This is an optimization exercise on Yosys and OpenROAD, whose aim is small area and a short achievable clock period, not a production implementation.
In this exercise RTL edits were held to simulation tests only and were not proved equivalent to the original.

// mul_pipe_unit
module mul_pipe_unit #(
   parameter int WIDTH   = 32,
   parameter int LATENCY = 4
) (
   input  logic               clk,
   input  logic               rst,
   input  logic               start,
   input  logic               is_signed,
   input  logic [WIDTH-1:0]   a,
   input  logic [WIDTH-1:0]   b,
   input  logic               flush,
   output logic               busy,
   output logic               done,
   output logic [2*WIDTH-1:0] result,
   output logic [1:0]         dbg_state
);
Size in the first run: roughly 1600 cells after synthesis, ~140 I/O pins, about 16000 um2 of cells after synthesis.
==> flow/config.mk <==
export PLATFORM = sky130hd
export DESIGN_NAME = mul_pipe_unit
export DESIGN_NICKNAME = mul_pipe_unit
export VERILOG_FILES = /design/flow/design.v
export SDC_FILE = /design/flow/constraint.sdc
export NUM_CORES = 4
export LEC_CHECK = 0
export CAP_MARGIN = 20
export CORE_MARGIN = 2
export CORE_UTILIZATION = 55
export SLEW_MARGIN = 20
==> flow/constraint.sdc <==
create_clock -name core_clock -period 11.0 [get_ports {clk}]
set_input_delay 2.2000 -clock core_clock [delete_from_list [all_inputs] [get_ports {clk}]]
set_output_delay 2.2000 -clock core_clock [all_outputs]
set_load 0.01 [all_outputs]
standard.sh (not shown) runs the stock make flow with config.mk's settings and CLKGATE_MAP_FILE= SYNTH_SCRIPT=/design/flow/synth_recipe.tcl, a recipe that flattens the netlist after the stock synthesis.
==> flow/flow/run.sh <==
#!/bin/bash
# Own layout flow: the standard flow, with these changes.
#  1. After the standard synthesis, flow/faflip.py re-chooses the polarity of each full-adder cell
#     (FA(~a,~b,~c) = ~FA(a,b,c)) so that most of the inverters Yosys's extract_fa leaves between
#     adders go away; it also looks through the larger inverters and reuses them as inverted
#     copies, and folds inverters into the xor2/xnor2 gates that feed them. Registers are untouched.
#  2. Ports are buffered with sky130_fd_sc_hd__buf_1 instead of the flow's default pick.
#  3. Synthesis and every later step also leave out the platform's slow complex gates (four-input
#     and-or cells and the like) and its weakest (_0) cells: flow/dont_use.txt lists the platform's own
#     don't-use cells followed by these.
#  4. Up to CTS, repair_timing aims 6.6 ns beyond the clock period on the worst path only (no TNS
#     repair); routing and the steps after it run with the standard margin.
# Each step's output goes to a log file of its own here; ORFS's own logs are under orfs/logs.
set -euo pipefail
R=orfs/results/sky130hd/mul_pipe_unit/base
PORTS="BUFFER_PORTS_ARGS=-buffer_cell sky130_fd_sc_hd__buf_1"
DU="DONT_USE_CELLS=$(cat flow/dont_use.txt)"
bash standard.sh "$DU" synth > log_synth.txt 2>&1
python3 flow/faflip.py $R/1_2_yosys.v $R/1_2_yosys.faflip.v > log_faflip.txt 2>&1
cp $R/1_2_yosys.v $R/1_2_yosys.orig.v
mv $R/1_2_yosys.faflip.v $R/1_2_yosys.v
rm -f $R/1_synth.odb
touch $R/1_2_yosys.v
bash standard.sh "$DU" "$PORTS" SETUP_SLACK_MARGIN=6.6 TNS_END_PERCENT=0 cts > log_cts.txt 2>&1
bash standard.sh "$DU" "$PORTS" finish > log_finish.txt 2>&1
Other scripts of this flow, unchanged in this note and not shown: flow/flow/dont_use.txt, flow/flow/faflip.py
Change:
- CORE_UTILIZATION: 55 -> 45
- routed wire length came out higher by 3.6%
- utilization falls by 10 points
- worst setup slack improves by 5.3 ps
- count of clock-buffer cells in the layout does not change
- design area went up by 1.3%
- global-route usage went down by 4.3 points
- via count grows by 1.6%
- final cell count increases by 4.3%
Change:
--- a/flow/flow/run.sh
+++ b/flow/flow/run.sh
@@ -10,3 +10,3 @@
 #     don't-use cells followed by these.
-#  4. Up to CTS, repair_timing aims 6.6 ns beyond the clock period on the worst path only (no TNS
+#  4. Up to CTS, repair_timing aims 6.3 ns beyond the clock period on the worst path only (no TNS
 #     repair); routing and the steps after it run with the standard margin.
@@ -23,3 +23,3 @@
 touch $R/1_2_yosys.v
-bash standard.sh "$DU" "$PORTS" SETUP_SLACK_MARGIN=6.6 TNS_END_PERCENT=0 cts > log_cts.txt 2>&1
+bash standard.sh "$DU" "$PORTS" SETUP_SLACK_MARGIN=6.3 TNS_END_PERCENT=0 cts > log_cts.txt 2>&1
 bash standard.sh "$DU" "$PORTS" finish > log_finish.txt 2>&1
- CORE_UTILIZATION: 45 -> 55
After rerunning: Setup slack gets worse by 120 ps. Via count came out lower by 1.6%. Synthesized cell count is unchanged. Final area came out lower by about 1.4%. Global-route usage came out higher by 4.3 points. Sequential cell count is unchanged. Count of clock-buffer cells in the layout does not change.
Change:
--- a/flow/flow/run.sh
+++ b/flow/flow/run.sh
@@ -10,4 +10,4 @@
 #     don't-use cells followed by these.
-#  4. Up to CTS, repair_timing aims 6.3 ns beyond the clock period on the worst path only (no TNS
-#     repair); routing and the steps after it run with the standard margin.
+#  4. Up to CTS, repair_timing aims 6.6 ns beyond the clock period on the worst path and the worst
+#     10% of the failing endpoints; routing and the steps after it run with the standard margin.
 # Each step's output goes to a log file of its own here; ORFS's own logs are under orfs/logs.
@@ -23,3 +23,3 @@
 touch $R/1_2_yosys.v
-bash standard.sh "$DU" "$PORTS" SETUP_SLACK_MARGIN=6.3 TNS_END_PERCENT=0 cts > log_cts.txt 2>&1
+bash standard.sh "$DU" "$PORTS" SETUP_SLACK_MARGIN=6.6 TNS_END_PERCENT=10 cts > log_cts.txt 2>&1
 bash standard.sh "$DU" "$PORTS" finish > log_finish.txt 2>&1
What happened: Wire length stays flat; utilization stays flat; clock-buffer cell count does not change; worst hold slack is about the same; cell area is about the same.

========
Another version of the RTL of mul_pipe_unit (not shown whole).
Size in the first run: about 1700 cells after synthesis, ~140 I/O pins.
export LEC_CHECK = 0
export CAP_MARGIN = 20
export CORE_MARGIN = 2
export CORE_UTILIZATION = 55
export SLEW_MARGIN = 20
create_clock -name core_clock -period 11.0 [get_ports {clk}]
==> flow/flow/run.sh <==
#!/bin/bash
# Own layout flow: the standard flow, with two changes.
#  1. After the standard synthesis, flow/faflip.py re-chooses the polarity of each full-adder cell
#     (FA(~a,~b,~c) = ~FA(a,b,c)) so that most of the inverters Yosys's extract_fa leaves between
#     adders go away. Registers and all other cells are untouched.
#  2. Ports are buffered with sky130_fd_sc_hd__buf_1 instead of the flow's default pick.
# Each step's output goes to a log file of its own here; ORFS's own logs are under orfs/logs.
set -euo pipefail
R=orfs/results/sky130hd/mul_pipe_unit/base
bash standard.sh synth > log_synth.txt 2>&1
python3 flow/faflip.py $R/1_2_yosys.v $R/1_2_yosys.faflip.v > log_faflip.txt 2>&1
cp $R/1_2_yosys.v $R/1_2_yosys.orig.v
mv $R/1_2_yosys.faflip.v $R/1_2_yosys.v
rm -f $R/1_synth.odb
touch $R/1_2_yosys.v
bash standard.sh "BUFFER_PORTS_ARGS=-buffer_cell sky130_fd_sc_hd__buf_1" finish > log_finish.txt 2>&1
Other scripts of this flow, unchanged in this note and not shown: flow/flow/faflip.py
==> next run, changes <==
--- a/flow/flow/run.sh
+++ b/flow/flow/run.sh
@@ -1,3 +1,3 @@
 #!/bin/bash
-# Own layout flow: the standard flow, with two changes.
+# Own layout flow: the standard flow, with these changes.
 #  1. After the standard synthesis, flow/faflip.py re-chooses the polarity of each full-adder cell
@@ -6,2 +6,4 @@
 #  2. Ports are buffered with sky130_fd_sc_hd__buf_1 instead of the flow's default pick.
+#  3. Up to CTS, repair_timing aims 5.8 ns beyond the clock period on the worst path only (no TNS
+#     repair); routing and the steps after it run with the standard margin.
 # Each step's output goes to a log file of its own here; ORFS's own logs are under orfs/logs.
@@ -9,2 +11,3 @@
 R=orfs/results/sky130hd/mul_pipe_unit/base
+PORTS="BUFFER_PORTS_ARGS=-buffer_cell sky130_fd_sc_hd__buf_1"
 bash standard.sh synth > log_synth.txt 2>&1
@@ -15,2 +18,3 @@
 touch $R/1_2_yosys.v
-bash standard.sh "BUFFER_PORTS_ARGS=-buffer_cell sky130_fd_sc_hd__buf_1" finish > log_finish.txt 2>&1
+bash standard.sh "$PORTS" SETUP_SLACK_MARGIN=5.8 TNS_END_PERCENT=0 cts > log_cts.txt 2>&1
+bash standard.sh "$PORTS" finish > log_finish.txt 2>&1
=> The changed run finished clean; clock skew falls by 3.5 ps; sequential share of layout area falls by 0.47 points; routed wire length rises by about 5%.

========
Starting RTL as in the previous note.
==> flow/config.mk <==
export PLATFORM = sky130hd
export DESIGN_NAME = mul_pipe_unit
export DESIGN_NICKNAME = mul_pipe_unit
export VERILOG_FILES = /design/flow/design.v
export SDC_FILE = /design/flow/constraint.sdc
export NUM_CORES = 4
export LEC_CHECK = 0
export CAP_MARGIN = 20
export CORE_MARGIN = 2
export CORE_UTILIZATION = 40
export SLEW_MARGIN = 20
==> flow/constraint.sdc <==
create_clock -name core_clock -period 11.0 [get_ports {clk}]
set_input_delay 2.2000 -clock core_clock [delete_from_list [all_inputs] [get_ports {clk}]]
set_output_delay 2.2000 -clock core_clock [all_outputs]
set_load 0.01 [all_outputs]
==> flow/flow/run.sh <==
#!/bin/bash
# Standard layout, with repair_timing aiming for extra setup slack beyond the clock period.
set -euo pipefail
bash standard.sh SETUP_SLACK_MARGIN=6.5 finish > flow_make.log 2>&1
Change:
==> flow/run.sh (new file) <==
#!/bin/bash
# synth_recipe.tcl (not shown) runs the flow's synth.tcl, then flattens the netlist and writes it again
# the make line also repeats each setting of config.mk as NAME=value (left out here)
make -C /OpenROAD-flow-scripts/flow DESIGN_CONFIG=/design/flow/config.mk WORK_HOME=/design/flow/orfs CLKGATE_MAP_FILE= SYNTH_SCRIPT=/design/flow/synth_recipe.tcl finish
ABC_AREA = 1   (was not set)
SETUP_SLACK_MARGIN = 5   (was not set)
removed: flow/flow/run.sh
removed: flow/standard.sh
Result: The changed run ran to the end with no violations. Synthesized area went up by 5.6%. Global-route usage barely changes. Maximum frequency went down by 8.0%. Synthesized cell count went up by 23%.

========
RTL: one of the versions met above, not the one the previous note started from.
// mul_pipe_unit
module mul_pipe_unit #(
   parameter int WIDTH   = 32,
   parameter int LATENCY = 4
) (
   input  logic               clk,
   input  logic               rst,
   input  logic               start,
   input  logic               is_signed,
   input  logic [WIDTH-1:0]   a,
   input  logic [WIDTH-1:0]   b,
   input  logic               flush,
   output logic               busy,
   output logic               done,
   output logic [2*WIDTH-1:0] result,
   output logic [1:0]         dbg_state
);
export LEC_CHECK = 0
export CAP_MARGIN = 20
export CORE_MARGIN = 2
export CORE_UTILIZATION = 55
export SLEW_MARGIN = 20
create_clock -name core_clock -period 11.0 [get_ports {clk}]
==> flow/flow/run.sh <==
#!/bin/bash
# Own layout flow: the standard flow, with these changes.
#  1. After the standard synthesis, flow/faflip.py re-chooses the polarity of each full-adder cell
#     (FA(~a,~b,~c) = ~FA(a,b,c)) so that most of the inverters Yosys's extract_fa leaves between
#     adders go away; it also looks through the larger inverters and reuses them as inverted
#     copies, and folds inverters into the xor2/xnor2 gates that feed them. Registers are untouched.
#  2. Ports are buffered with sky130_fd_sc_hd__buf_1 instead of the flow's default pick.
#  3. Synthesis and every later step also leave out the platform's slow complex gates (four-input
#     and-or cells and the like) and its weakest (_0) cells: flow/dont_use.txt lists the platform's own
#     don't-use cells followed by these.
#  4. Up to CTS, repair_timing aims 6.9 ns beyond the clock period on the worst path only (no TNS
#     repair); routing and the steps after it run with the standard margin.
# Each step's output goes to a log file of its own here; ORFS's own logs are under orfs/logs.
set -euo pipefail
R=orfs/results/sky130hd/mul_pipe_unit/base
PORTS="BUFFER_PORTS_ARGS=-buffer_cell sky130_fd_sc_hd__buf_1"
DU="DONT_USE_CELLS=$(cat flow/dont_use.txt)"
bash standard.sh "$DU" synth > log_synth.txt 2>&1
python3 flow/faflip.py $R/1_2_yosys.v $R/1_2_yosys.faflip.v > log_faflip.txt 2>&1
cp $R/1_2_yosys.v $R/1_2_yosys.orig.v
mv $R/1_2_yosys.faflip.v $R/1_2_yosys.v
rm -f $R/1_synth.odb
touch $R/1_2_yosys.v
bash standard.sh "$DU" "$PORTS" SETUP_SLACK_MARGIN=6.9 TNS_END_PERCENT=0 cts > log_cts.txt 2>&1
bash standard.sh "$DU" "$PORTS" finish > log_finish.txt 2>&1
Other scripts of this flow, unchanged in this note and not shown: flow/flow/dont_use.txt, flow/flow/faflip.py
==> next run, changes <==
--- a/flow/flow/run.sh
+++ b/flow/flow/run.sh
@@ -10,3 +10,3 @@
 #     don't-use cells followed by these.
-#  4. Up to CTS, repair_timing aims 6.9 ns beyond the clock period on the worst path only (no TNS
+#  4. Up to CTS, repair_timing aims 6.6 ns beyond the clock period on the worst path only (no TNS
 #     repair); routing and the steps after it run with the standard margin.
@@ -23,3 +23,3 @@
 touch $R/1_2_yosys.v
-bash standard.sh "$DU" "$PORTS" SETUP_SLACK_MARGIN=6.9 TNS_END_PERCENT=0 cts > log_cts.txt 2>&1
+bash standard.sh "$DU" "$PORTS" SETUP_SLACK_MARGIN=6.6 TNS_END_PERCENT=0 cts > log_cts.txt 2>&1
 bash standard.sh "$DU" "$PORTS" finish > log_finish.txt 2>&1
- PLACE_DENSITY: unset -> 0.8
Outcome: Utilization goes down by 0.91 points; design area goes down by 1.5%; worst setup slack is worse by 120 ps.

========
mul_pipe_unit with an RTL version that a note above also has.
Size in the first run: about 0.016 mm2 of cells after synthesis.
Settings: LEC_CHECK=0, CAP_MARGIN=20, CORE_MARGIN=2, CORE_UTILIZATION=55, SLEW_MARGIN=20; clock period 11.0 ns.
==> flow/flow/run.sh <==
#!/bin/bash
# Own layout flow: the standard flow, with two changes.
#  1. After the standard synthesis, flow/faflip.py re-chooses the polarity of each full-adder cell
#     (FA(~a,~b,~c) = ~FA(a,b,c)) so that most of the inverters Yosys's extract_fa leaves between
#     adders go away. Registers and all other cells are untouched.
#  2. Ports are buffered with sky130_fd_sc_hd__buf_1 instead of the flow's default pick.
#  3. repair_timing aims 6.3 ns beyond the clock period on the worst path only (no TNS repair).
# Each step's output goes to a log file of its own here; ORFS's own logs are under orfs/logs.
set -euo pipefail
R=orfs/results/sky130hd/mul_pipe_unit/base
bash standard.sh synth > log_synth.txt 2>&1
python3 flow/faflip.py $R/1_2_yosys.v $R/1_2_yosys.faflip.v > log_faflip.txt 2>&1
cp $R/1_2_yosys.v $R/1_2_yosys.orig.v
mv $R/1_2_yosys.faflip.v $R/1_2_yosys.v
rm -f $R/1_synth.odb
touch $R/1_2_yosys.v
bash standard.sh "BUFFER_PORTS_ARGS=-buffer_cell sky130_fd_sc_hd__buf_1" SETUP_SLACK_MARGIN=6.3 TNS_END_PERCENT=0 finish > log_finish.txt 2>&1
Other scripts of this flow, unchanged in this note and not shown: flow/flow/faflip.py
Rerun with:
--- a/flow/flow/run.sh
+++ b/flow/flow/run.sh
@@ -7 +7 @@
-#  3. repair_timing aims 6.3 ns beyond the clock period on the worst path only (no TNS repair).
+#  3. repair_timing aims 5.8 ns beyond the clock period on the worst path only (no TNS repair).
@@ -17 +17 @@
-bash standard.sh "BUFFER_PORTS_ARGS=-buffer_cell sky130_fd_sc_hd__buf_1" SETUP_SLACK_MARGIN=6.3 TNS_END_PERCENT=0 finish > log_finish.txt 2>&1
+bash standard.sh "BUFFER_PORTS_ARGS=-buffer_cell sky130_fd_sc_hd__buf_1" SETUP_SLACK_MARGIN=5.8 TNS_END_PERCENT=0 finish > log_finish.txt 2>&1
- The new run passed the timing, design-rule and antenna checks
- synthesized cell count does not change
- die area does not change
- global-route usage fell by 1.4 points
- worst setup slack degrades by 0.11 ns
- synthesized area stays the same
- wire length fell by 1.9%
- cell area fell by 3.4%
- worst hold slack is about the same

========
mul_pipe_unit, a different RTL version from the one above (not shown whole).
Size in the first run: about 140 I/O pins, about 16,000 sq um of cells after synthesis.
Design mul_pipe_unit, start of the top module:
module mul_pipe_unit #(
   parameter int WIDTH   = 32,
   parameter int LATENCY = 4
) (
   input  logic               clk,
   input  logic               rst,
   input  logic               start,
   input  logic               is_signed,
   input  logic [WIDTH-1:0]   a,
   input  logic [WIDTH-1:0]   b,
   input  logic               flush,
   output logic               busy,
   output logic               done,
   output logic [2*WIDTH-1:0] result,
   output logic [1:0]         dbg_state
);
export LEC_CHECK = 0
export CAP_MARGIN = 20
export CORE_MARGIN = 2
export CORE_UTILIZATION = 55
export SLEW_MARGIN = 20
create_clock -name core_clock -period 11.0 [get_ports {clk}]
==> flow/flow/run.sh <==
#!/bin/bash
# Own layout flow: the standard flow, with these changes.
#  1. After the standard synthesis, flow/faflip.py re-chooses the polarity of each full-adder cell
#     (FA(~a,~b,~c) = ~FA(a,b,c)) so that most of the inverters Yosys's extract_fa leaves between
#     adders go away. Registers and all other cells are untouched.
#  2. Ports are buffered with sky130_fd_sc_hd__buf_1 instead of the flow's default pick.
#  3. Up to CTS, repair_timing aims 6.3 ns beyond the clock period on the worst path only (no TNS
#     repair); routing and the steps after it run with the standard margin.
# Each step's output goes to a log file of its own here; ORFS's own logs are under orfs/logs.
set -euo pipefail
R=orfs/results/sky130hd/mul_pipe_unit/base
PORTS="BUFFER_PORTS_ARGS=-buffer_cell sky130_fd_sc_hd__buf_1"
bash standard.sh synth > log_synth.txt 2>&1
python3 flow/faflip.py $R/1_2_yosys.v $R/1_2_yosys.faflip.v > log_faflip.txt 2>&1
cp $R/1_2_yosys.v $R/1_2_yosys.orig.v
mv $R/1_2_yosys.faflip.v $R/1_2_yosys.v
rm -f $R/1_synth.odb
touch $R/1_2_yosys.v
bash standard.sh "$PORTS" SETUP_SLACK_MARGIN=6.3 TNS_END_PERCENT=0 cts > log_cts.txt 2>&1
bash standard.sh "$PORTS" finish > log_finish.txt 2>&1
Other scripts of this flow, unchanged in this note and not shown: flow/flow/faflip.py
Rerun with:
--- a/flow/flow/run.sh
+++ b/flow/flow/run.sh
@@ -7 +7 @@
-#  3. Up to CTS, repair_timing aims 6.3 ns beyond the clock period on the worst path only (no TNS
+#  3. Up to CTS, repair_timing aims 6.6 ns beyond the clock period on the worst path only (no TNS
@@ -19 +19 @@
-bash standard.sh "$PORTS" SETUP_SLACK_MARGIN=6.3 TNS_END_PERCENT=0 cts > log_cts.txt 2>&1
+bash standard.sh "$PORTS" SETUP_SLACK_MARGIN=6.6 TNS_END_PERCENT=0 cts > log_cts.txt 2>&1
Result: The changed run finished with timing, DRC and antenna clean; clock-buffer cell count stays the same; via count is higher by 4.1%; clock skew is lower by 4.4 ps; first-iteration DRC count is higher by 15%; critical path depth is lower by 1; setup slack is better by 270 ps; cell area is higher by 5.3%.

[static timing again, ports no longer ideal]
The results above use ideal ports. As a check the final layouts listed here were re-extracted and re-timed, cells and wires unchanged. Step 1 sets driving cells, clkbuf_16 on the clock port and buf_2 on the other inputs (assumed; they add their load-dependent delay and slew). Step 2 moves the port delays by t, midway between the first and last clock arrival at a register: inputs arrive t later, outputs are due t later. That takes back most of the time a late clock gives input paths. Slacks: no drivers / after step 1 / after step 2; pairs: no drivers / after step 1.
run	t, ns	setup slack, ns	worst hold slack (ns)	worst data-port slew with drivers (ns)
the first run of note 1	0.500	6.593 / 6.566 / 6.593	0.452 / 0.452 / 0.452	0.05
the second run of note 1	0.522	6.599 / 6.542 / 6.621	0.451 / 0.451 / 0.451	0.08
the third run of note 1	0.499	6.478 / 6.427 / 6.601	0.452 / 0.452 / 0.452	0.05
the fourth run of note 1	0.500	6.593 / 6.566 / 6.593	0.452 / 0.452 / 0.452	0.05
the first run of note 2	0.502	4.749 / 4.749 / 4.749	0.454 / 0.454 / 0.454	0.10
the second run of note 2	0.498	5.701 / 5.701 / 5.701	0.454 / 0.454 / 0.454	0.07
the first run of note 3	0.523	5.786 / 5.786 / 5.786	0.453 / 0.453 / 0.453	0.07
the second run of note 3	0.551	5.335 / 5.335 / 5.335	0.449 / 0.449 / 0.449	0.05
the first run of note 4	0.495	6.626 / 6.611 / 6.626	0.447 / 0.447 / 0.447	0.06
the second run of note 4	0.500	6.502 / 6.502 / 6.502	0.455 / 0.455 / 0.455	0.05
the first run of note 5	0.506	5.959 / 5.959 / 5.959	0.453 / 0.453 / 0.453	0.08
the second run of note 5	0.500	5.851 / 5.851 / 5.851	0.455 / 0.455 / 0.455	0.09
the first run of note 6	0.518	6.188 / 6.188 / 6.188	0.456 / 0.456 / 0.456	0.06
the second run of note 6	0.506	6.461 / 6.461 / 6.461	0.453 / 0.453 / 0.453	0.05
After both steps setup and hold are still met in every run listed.
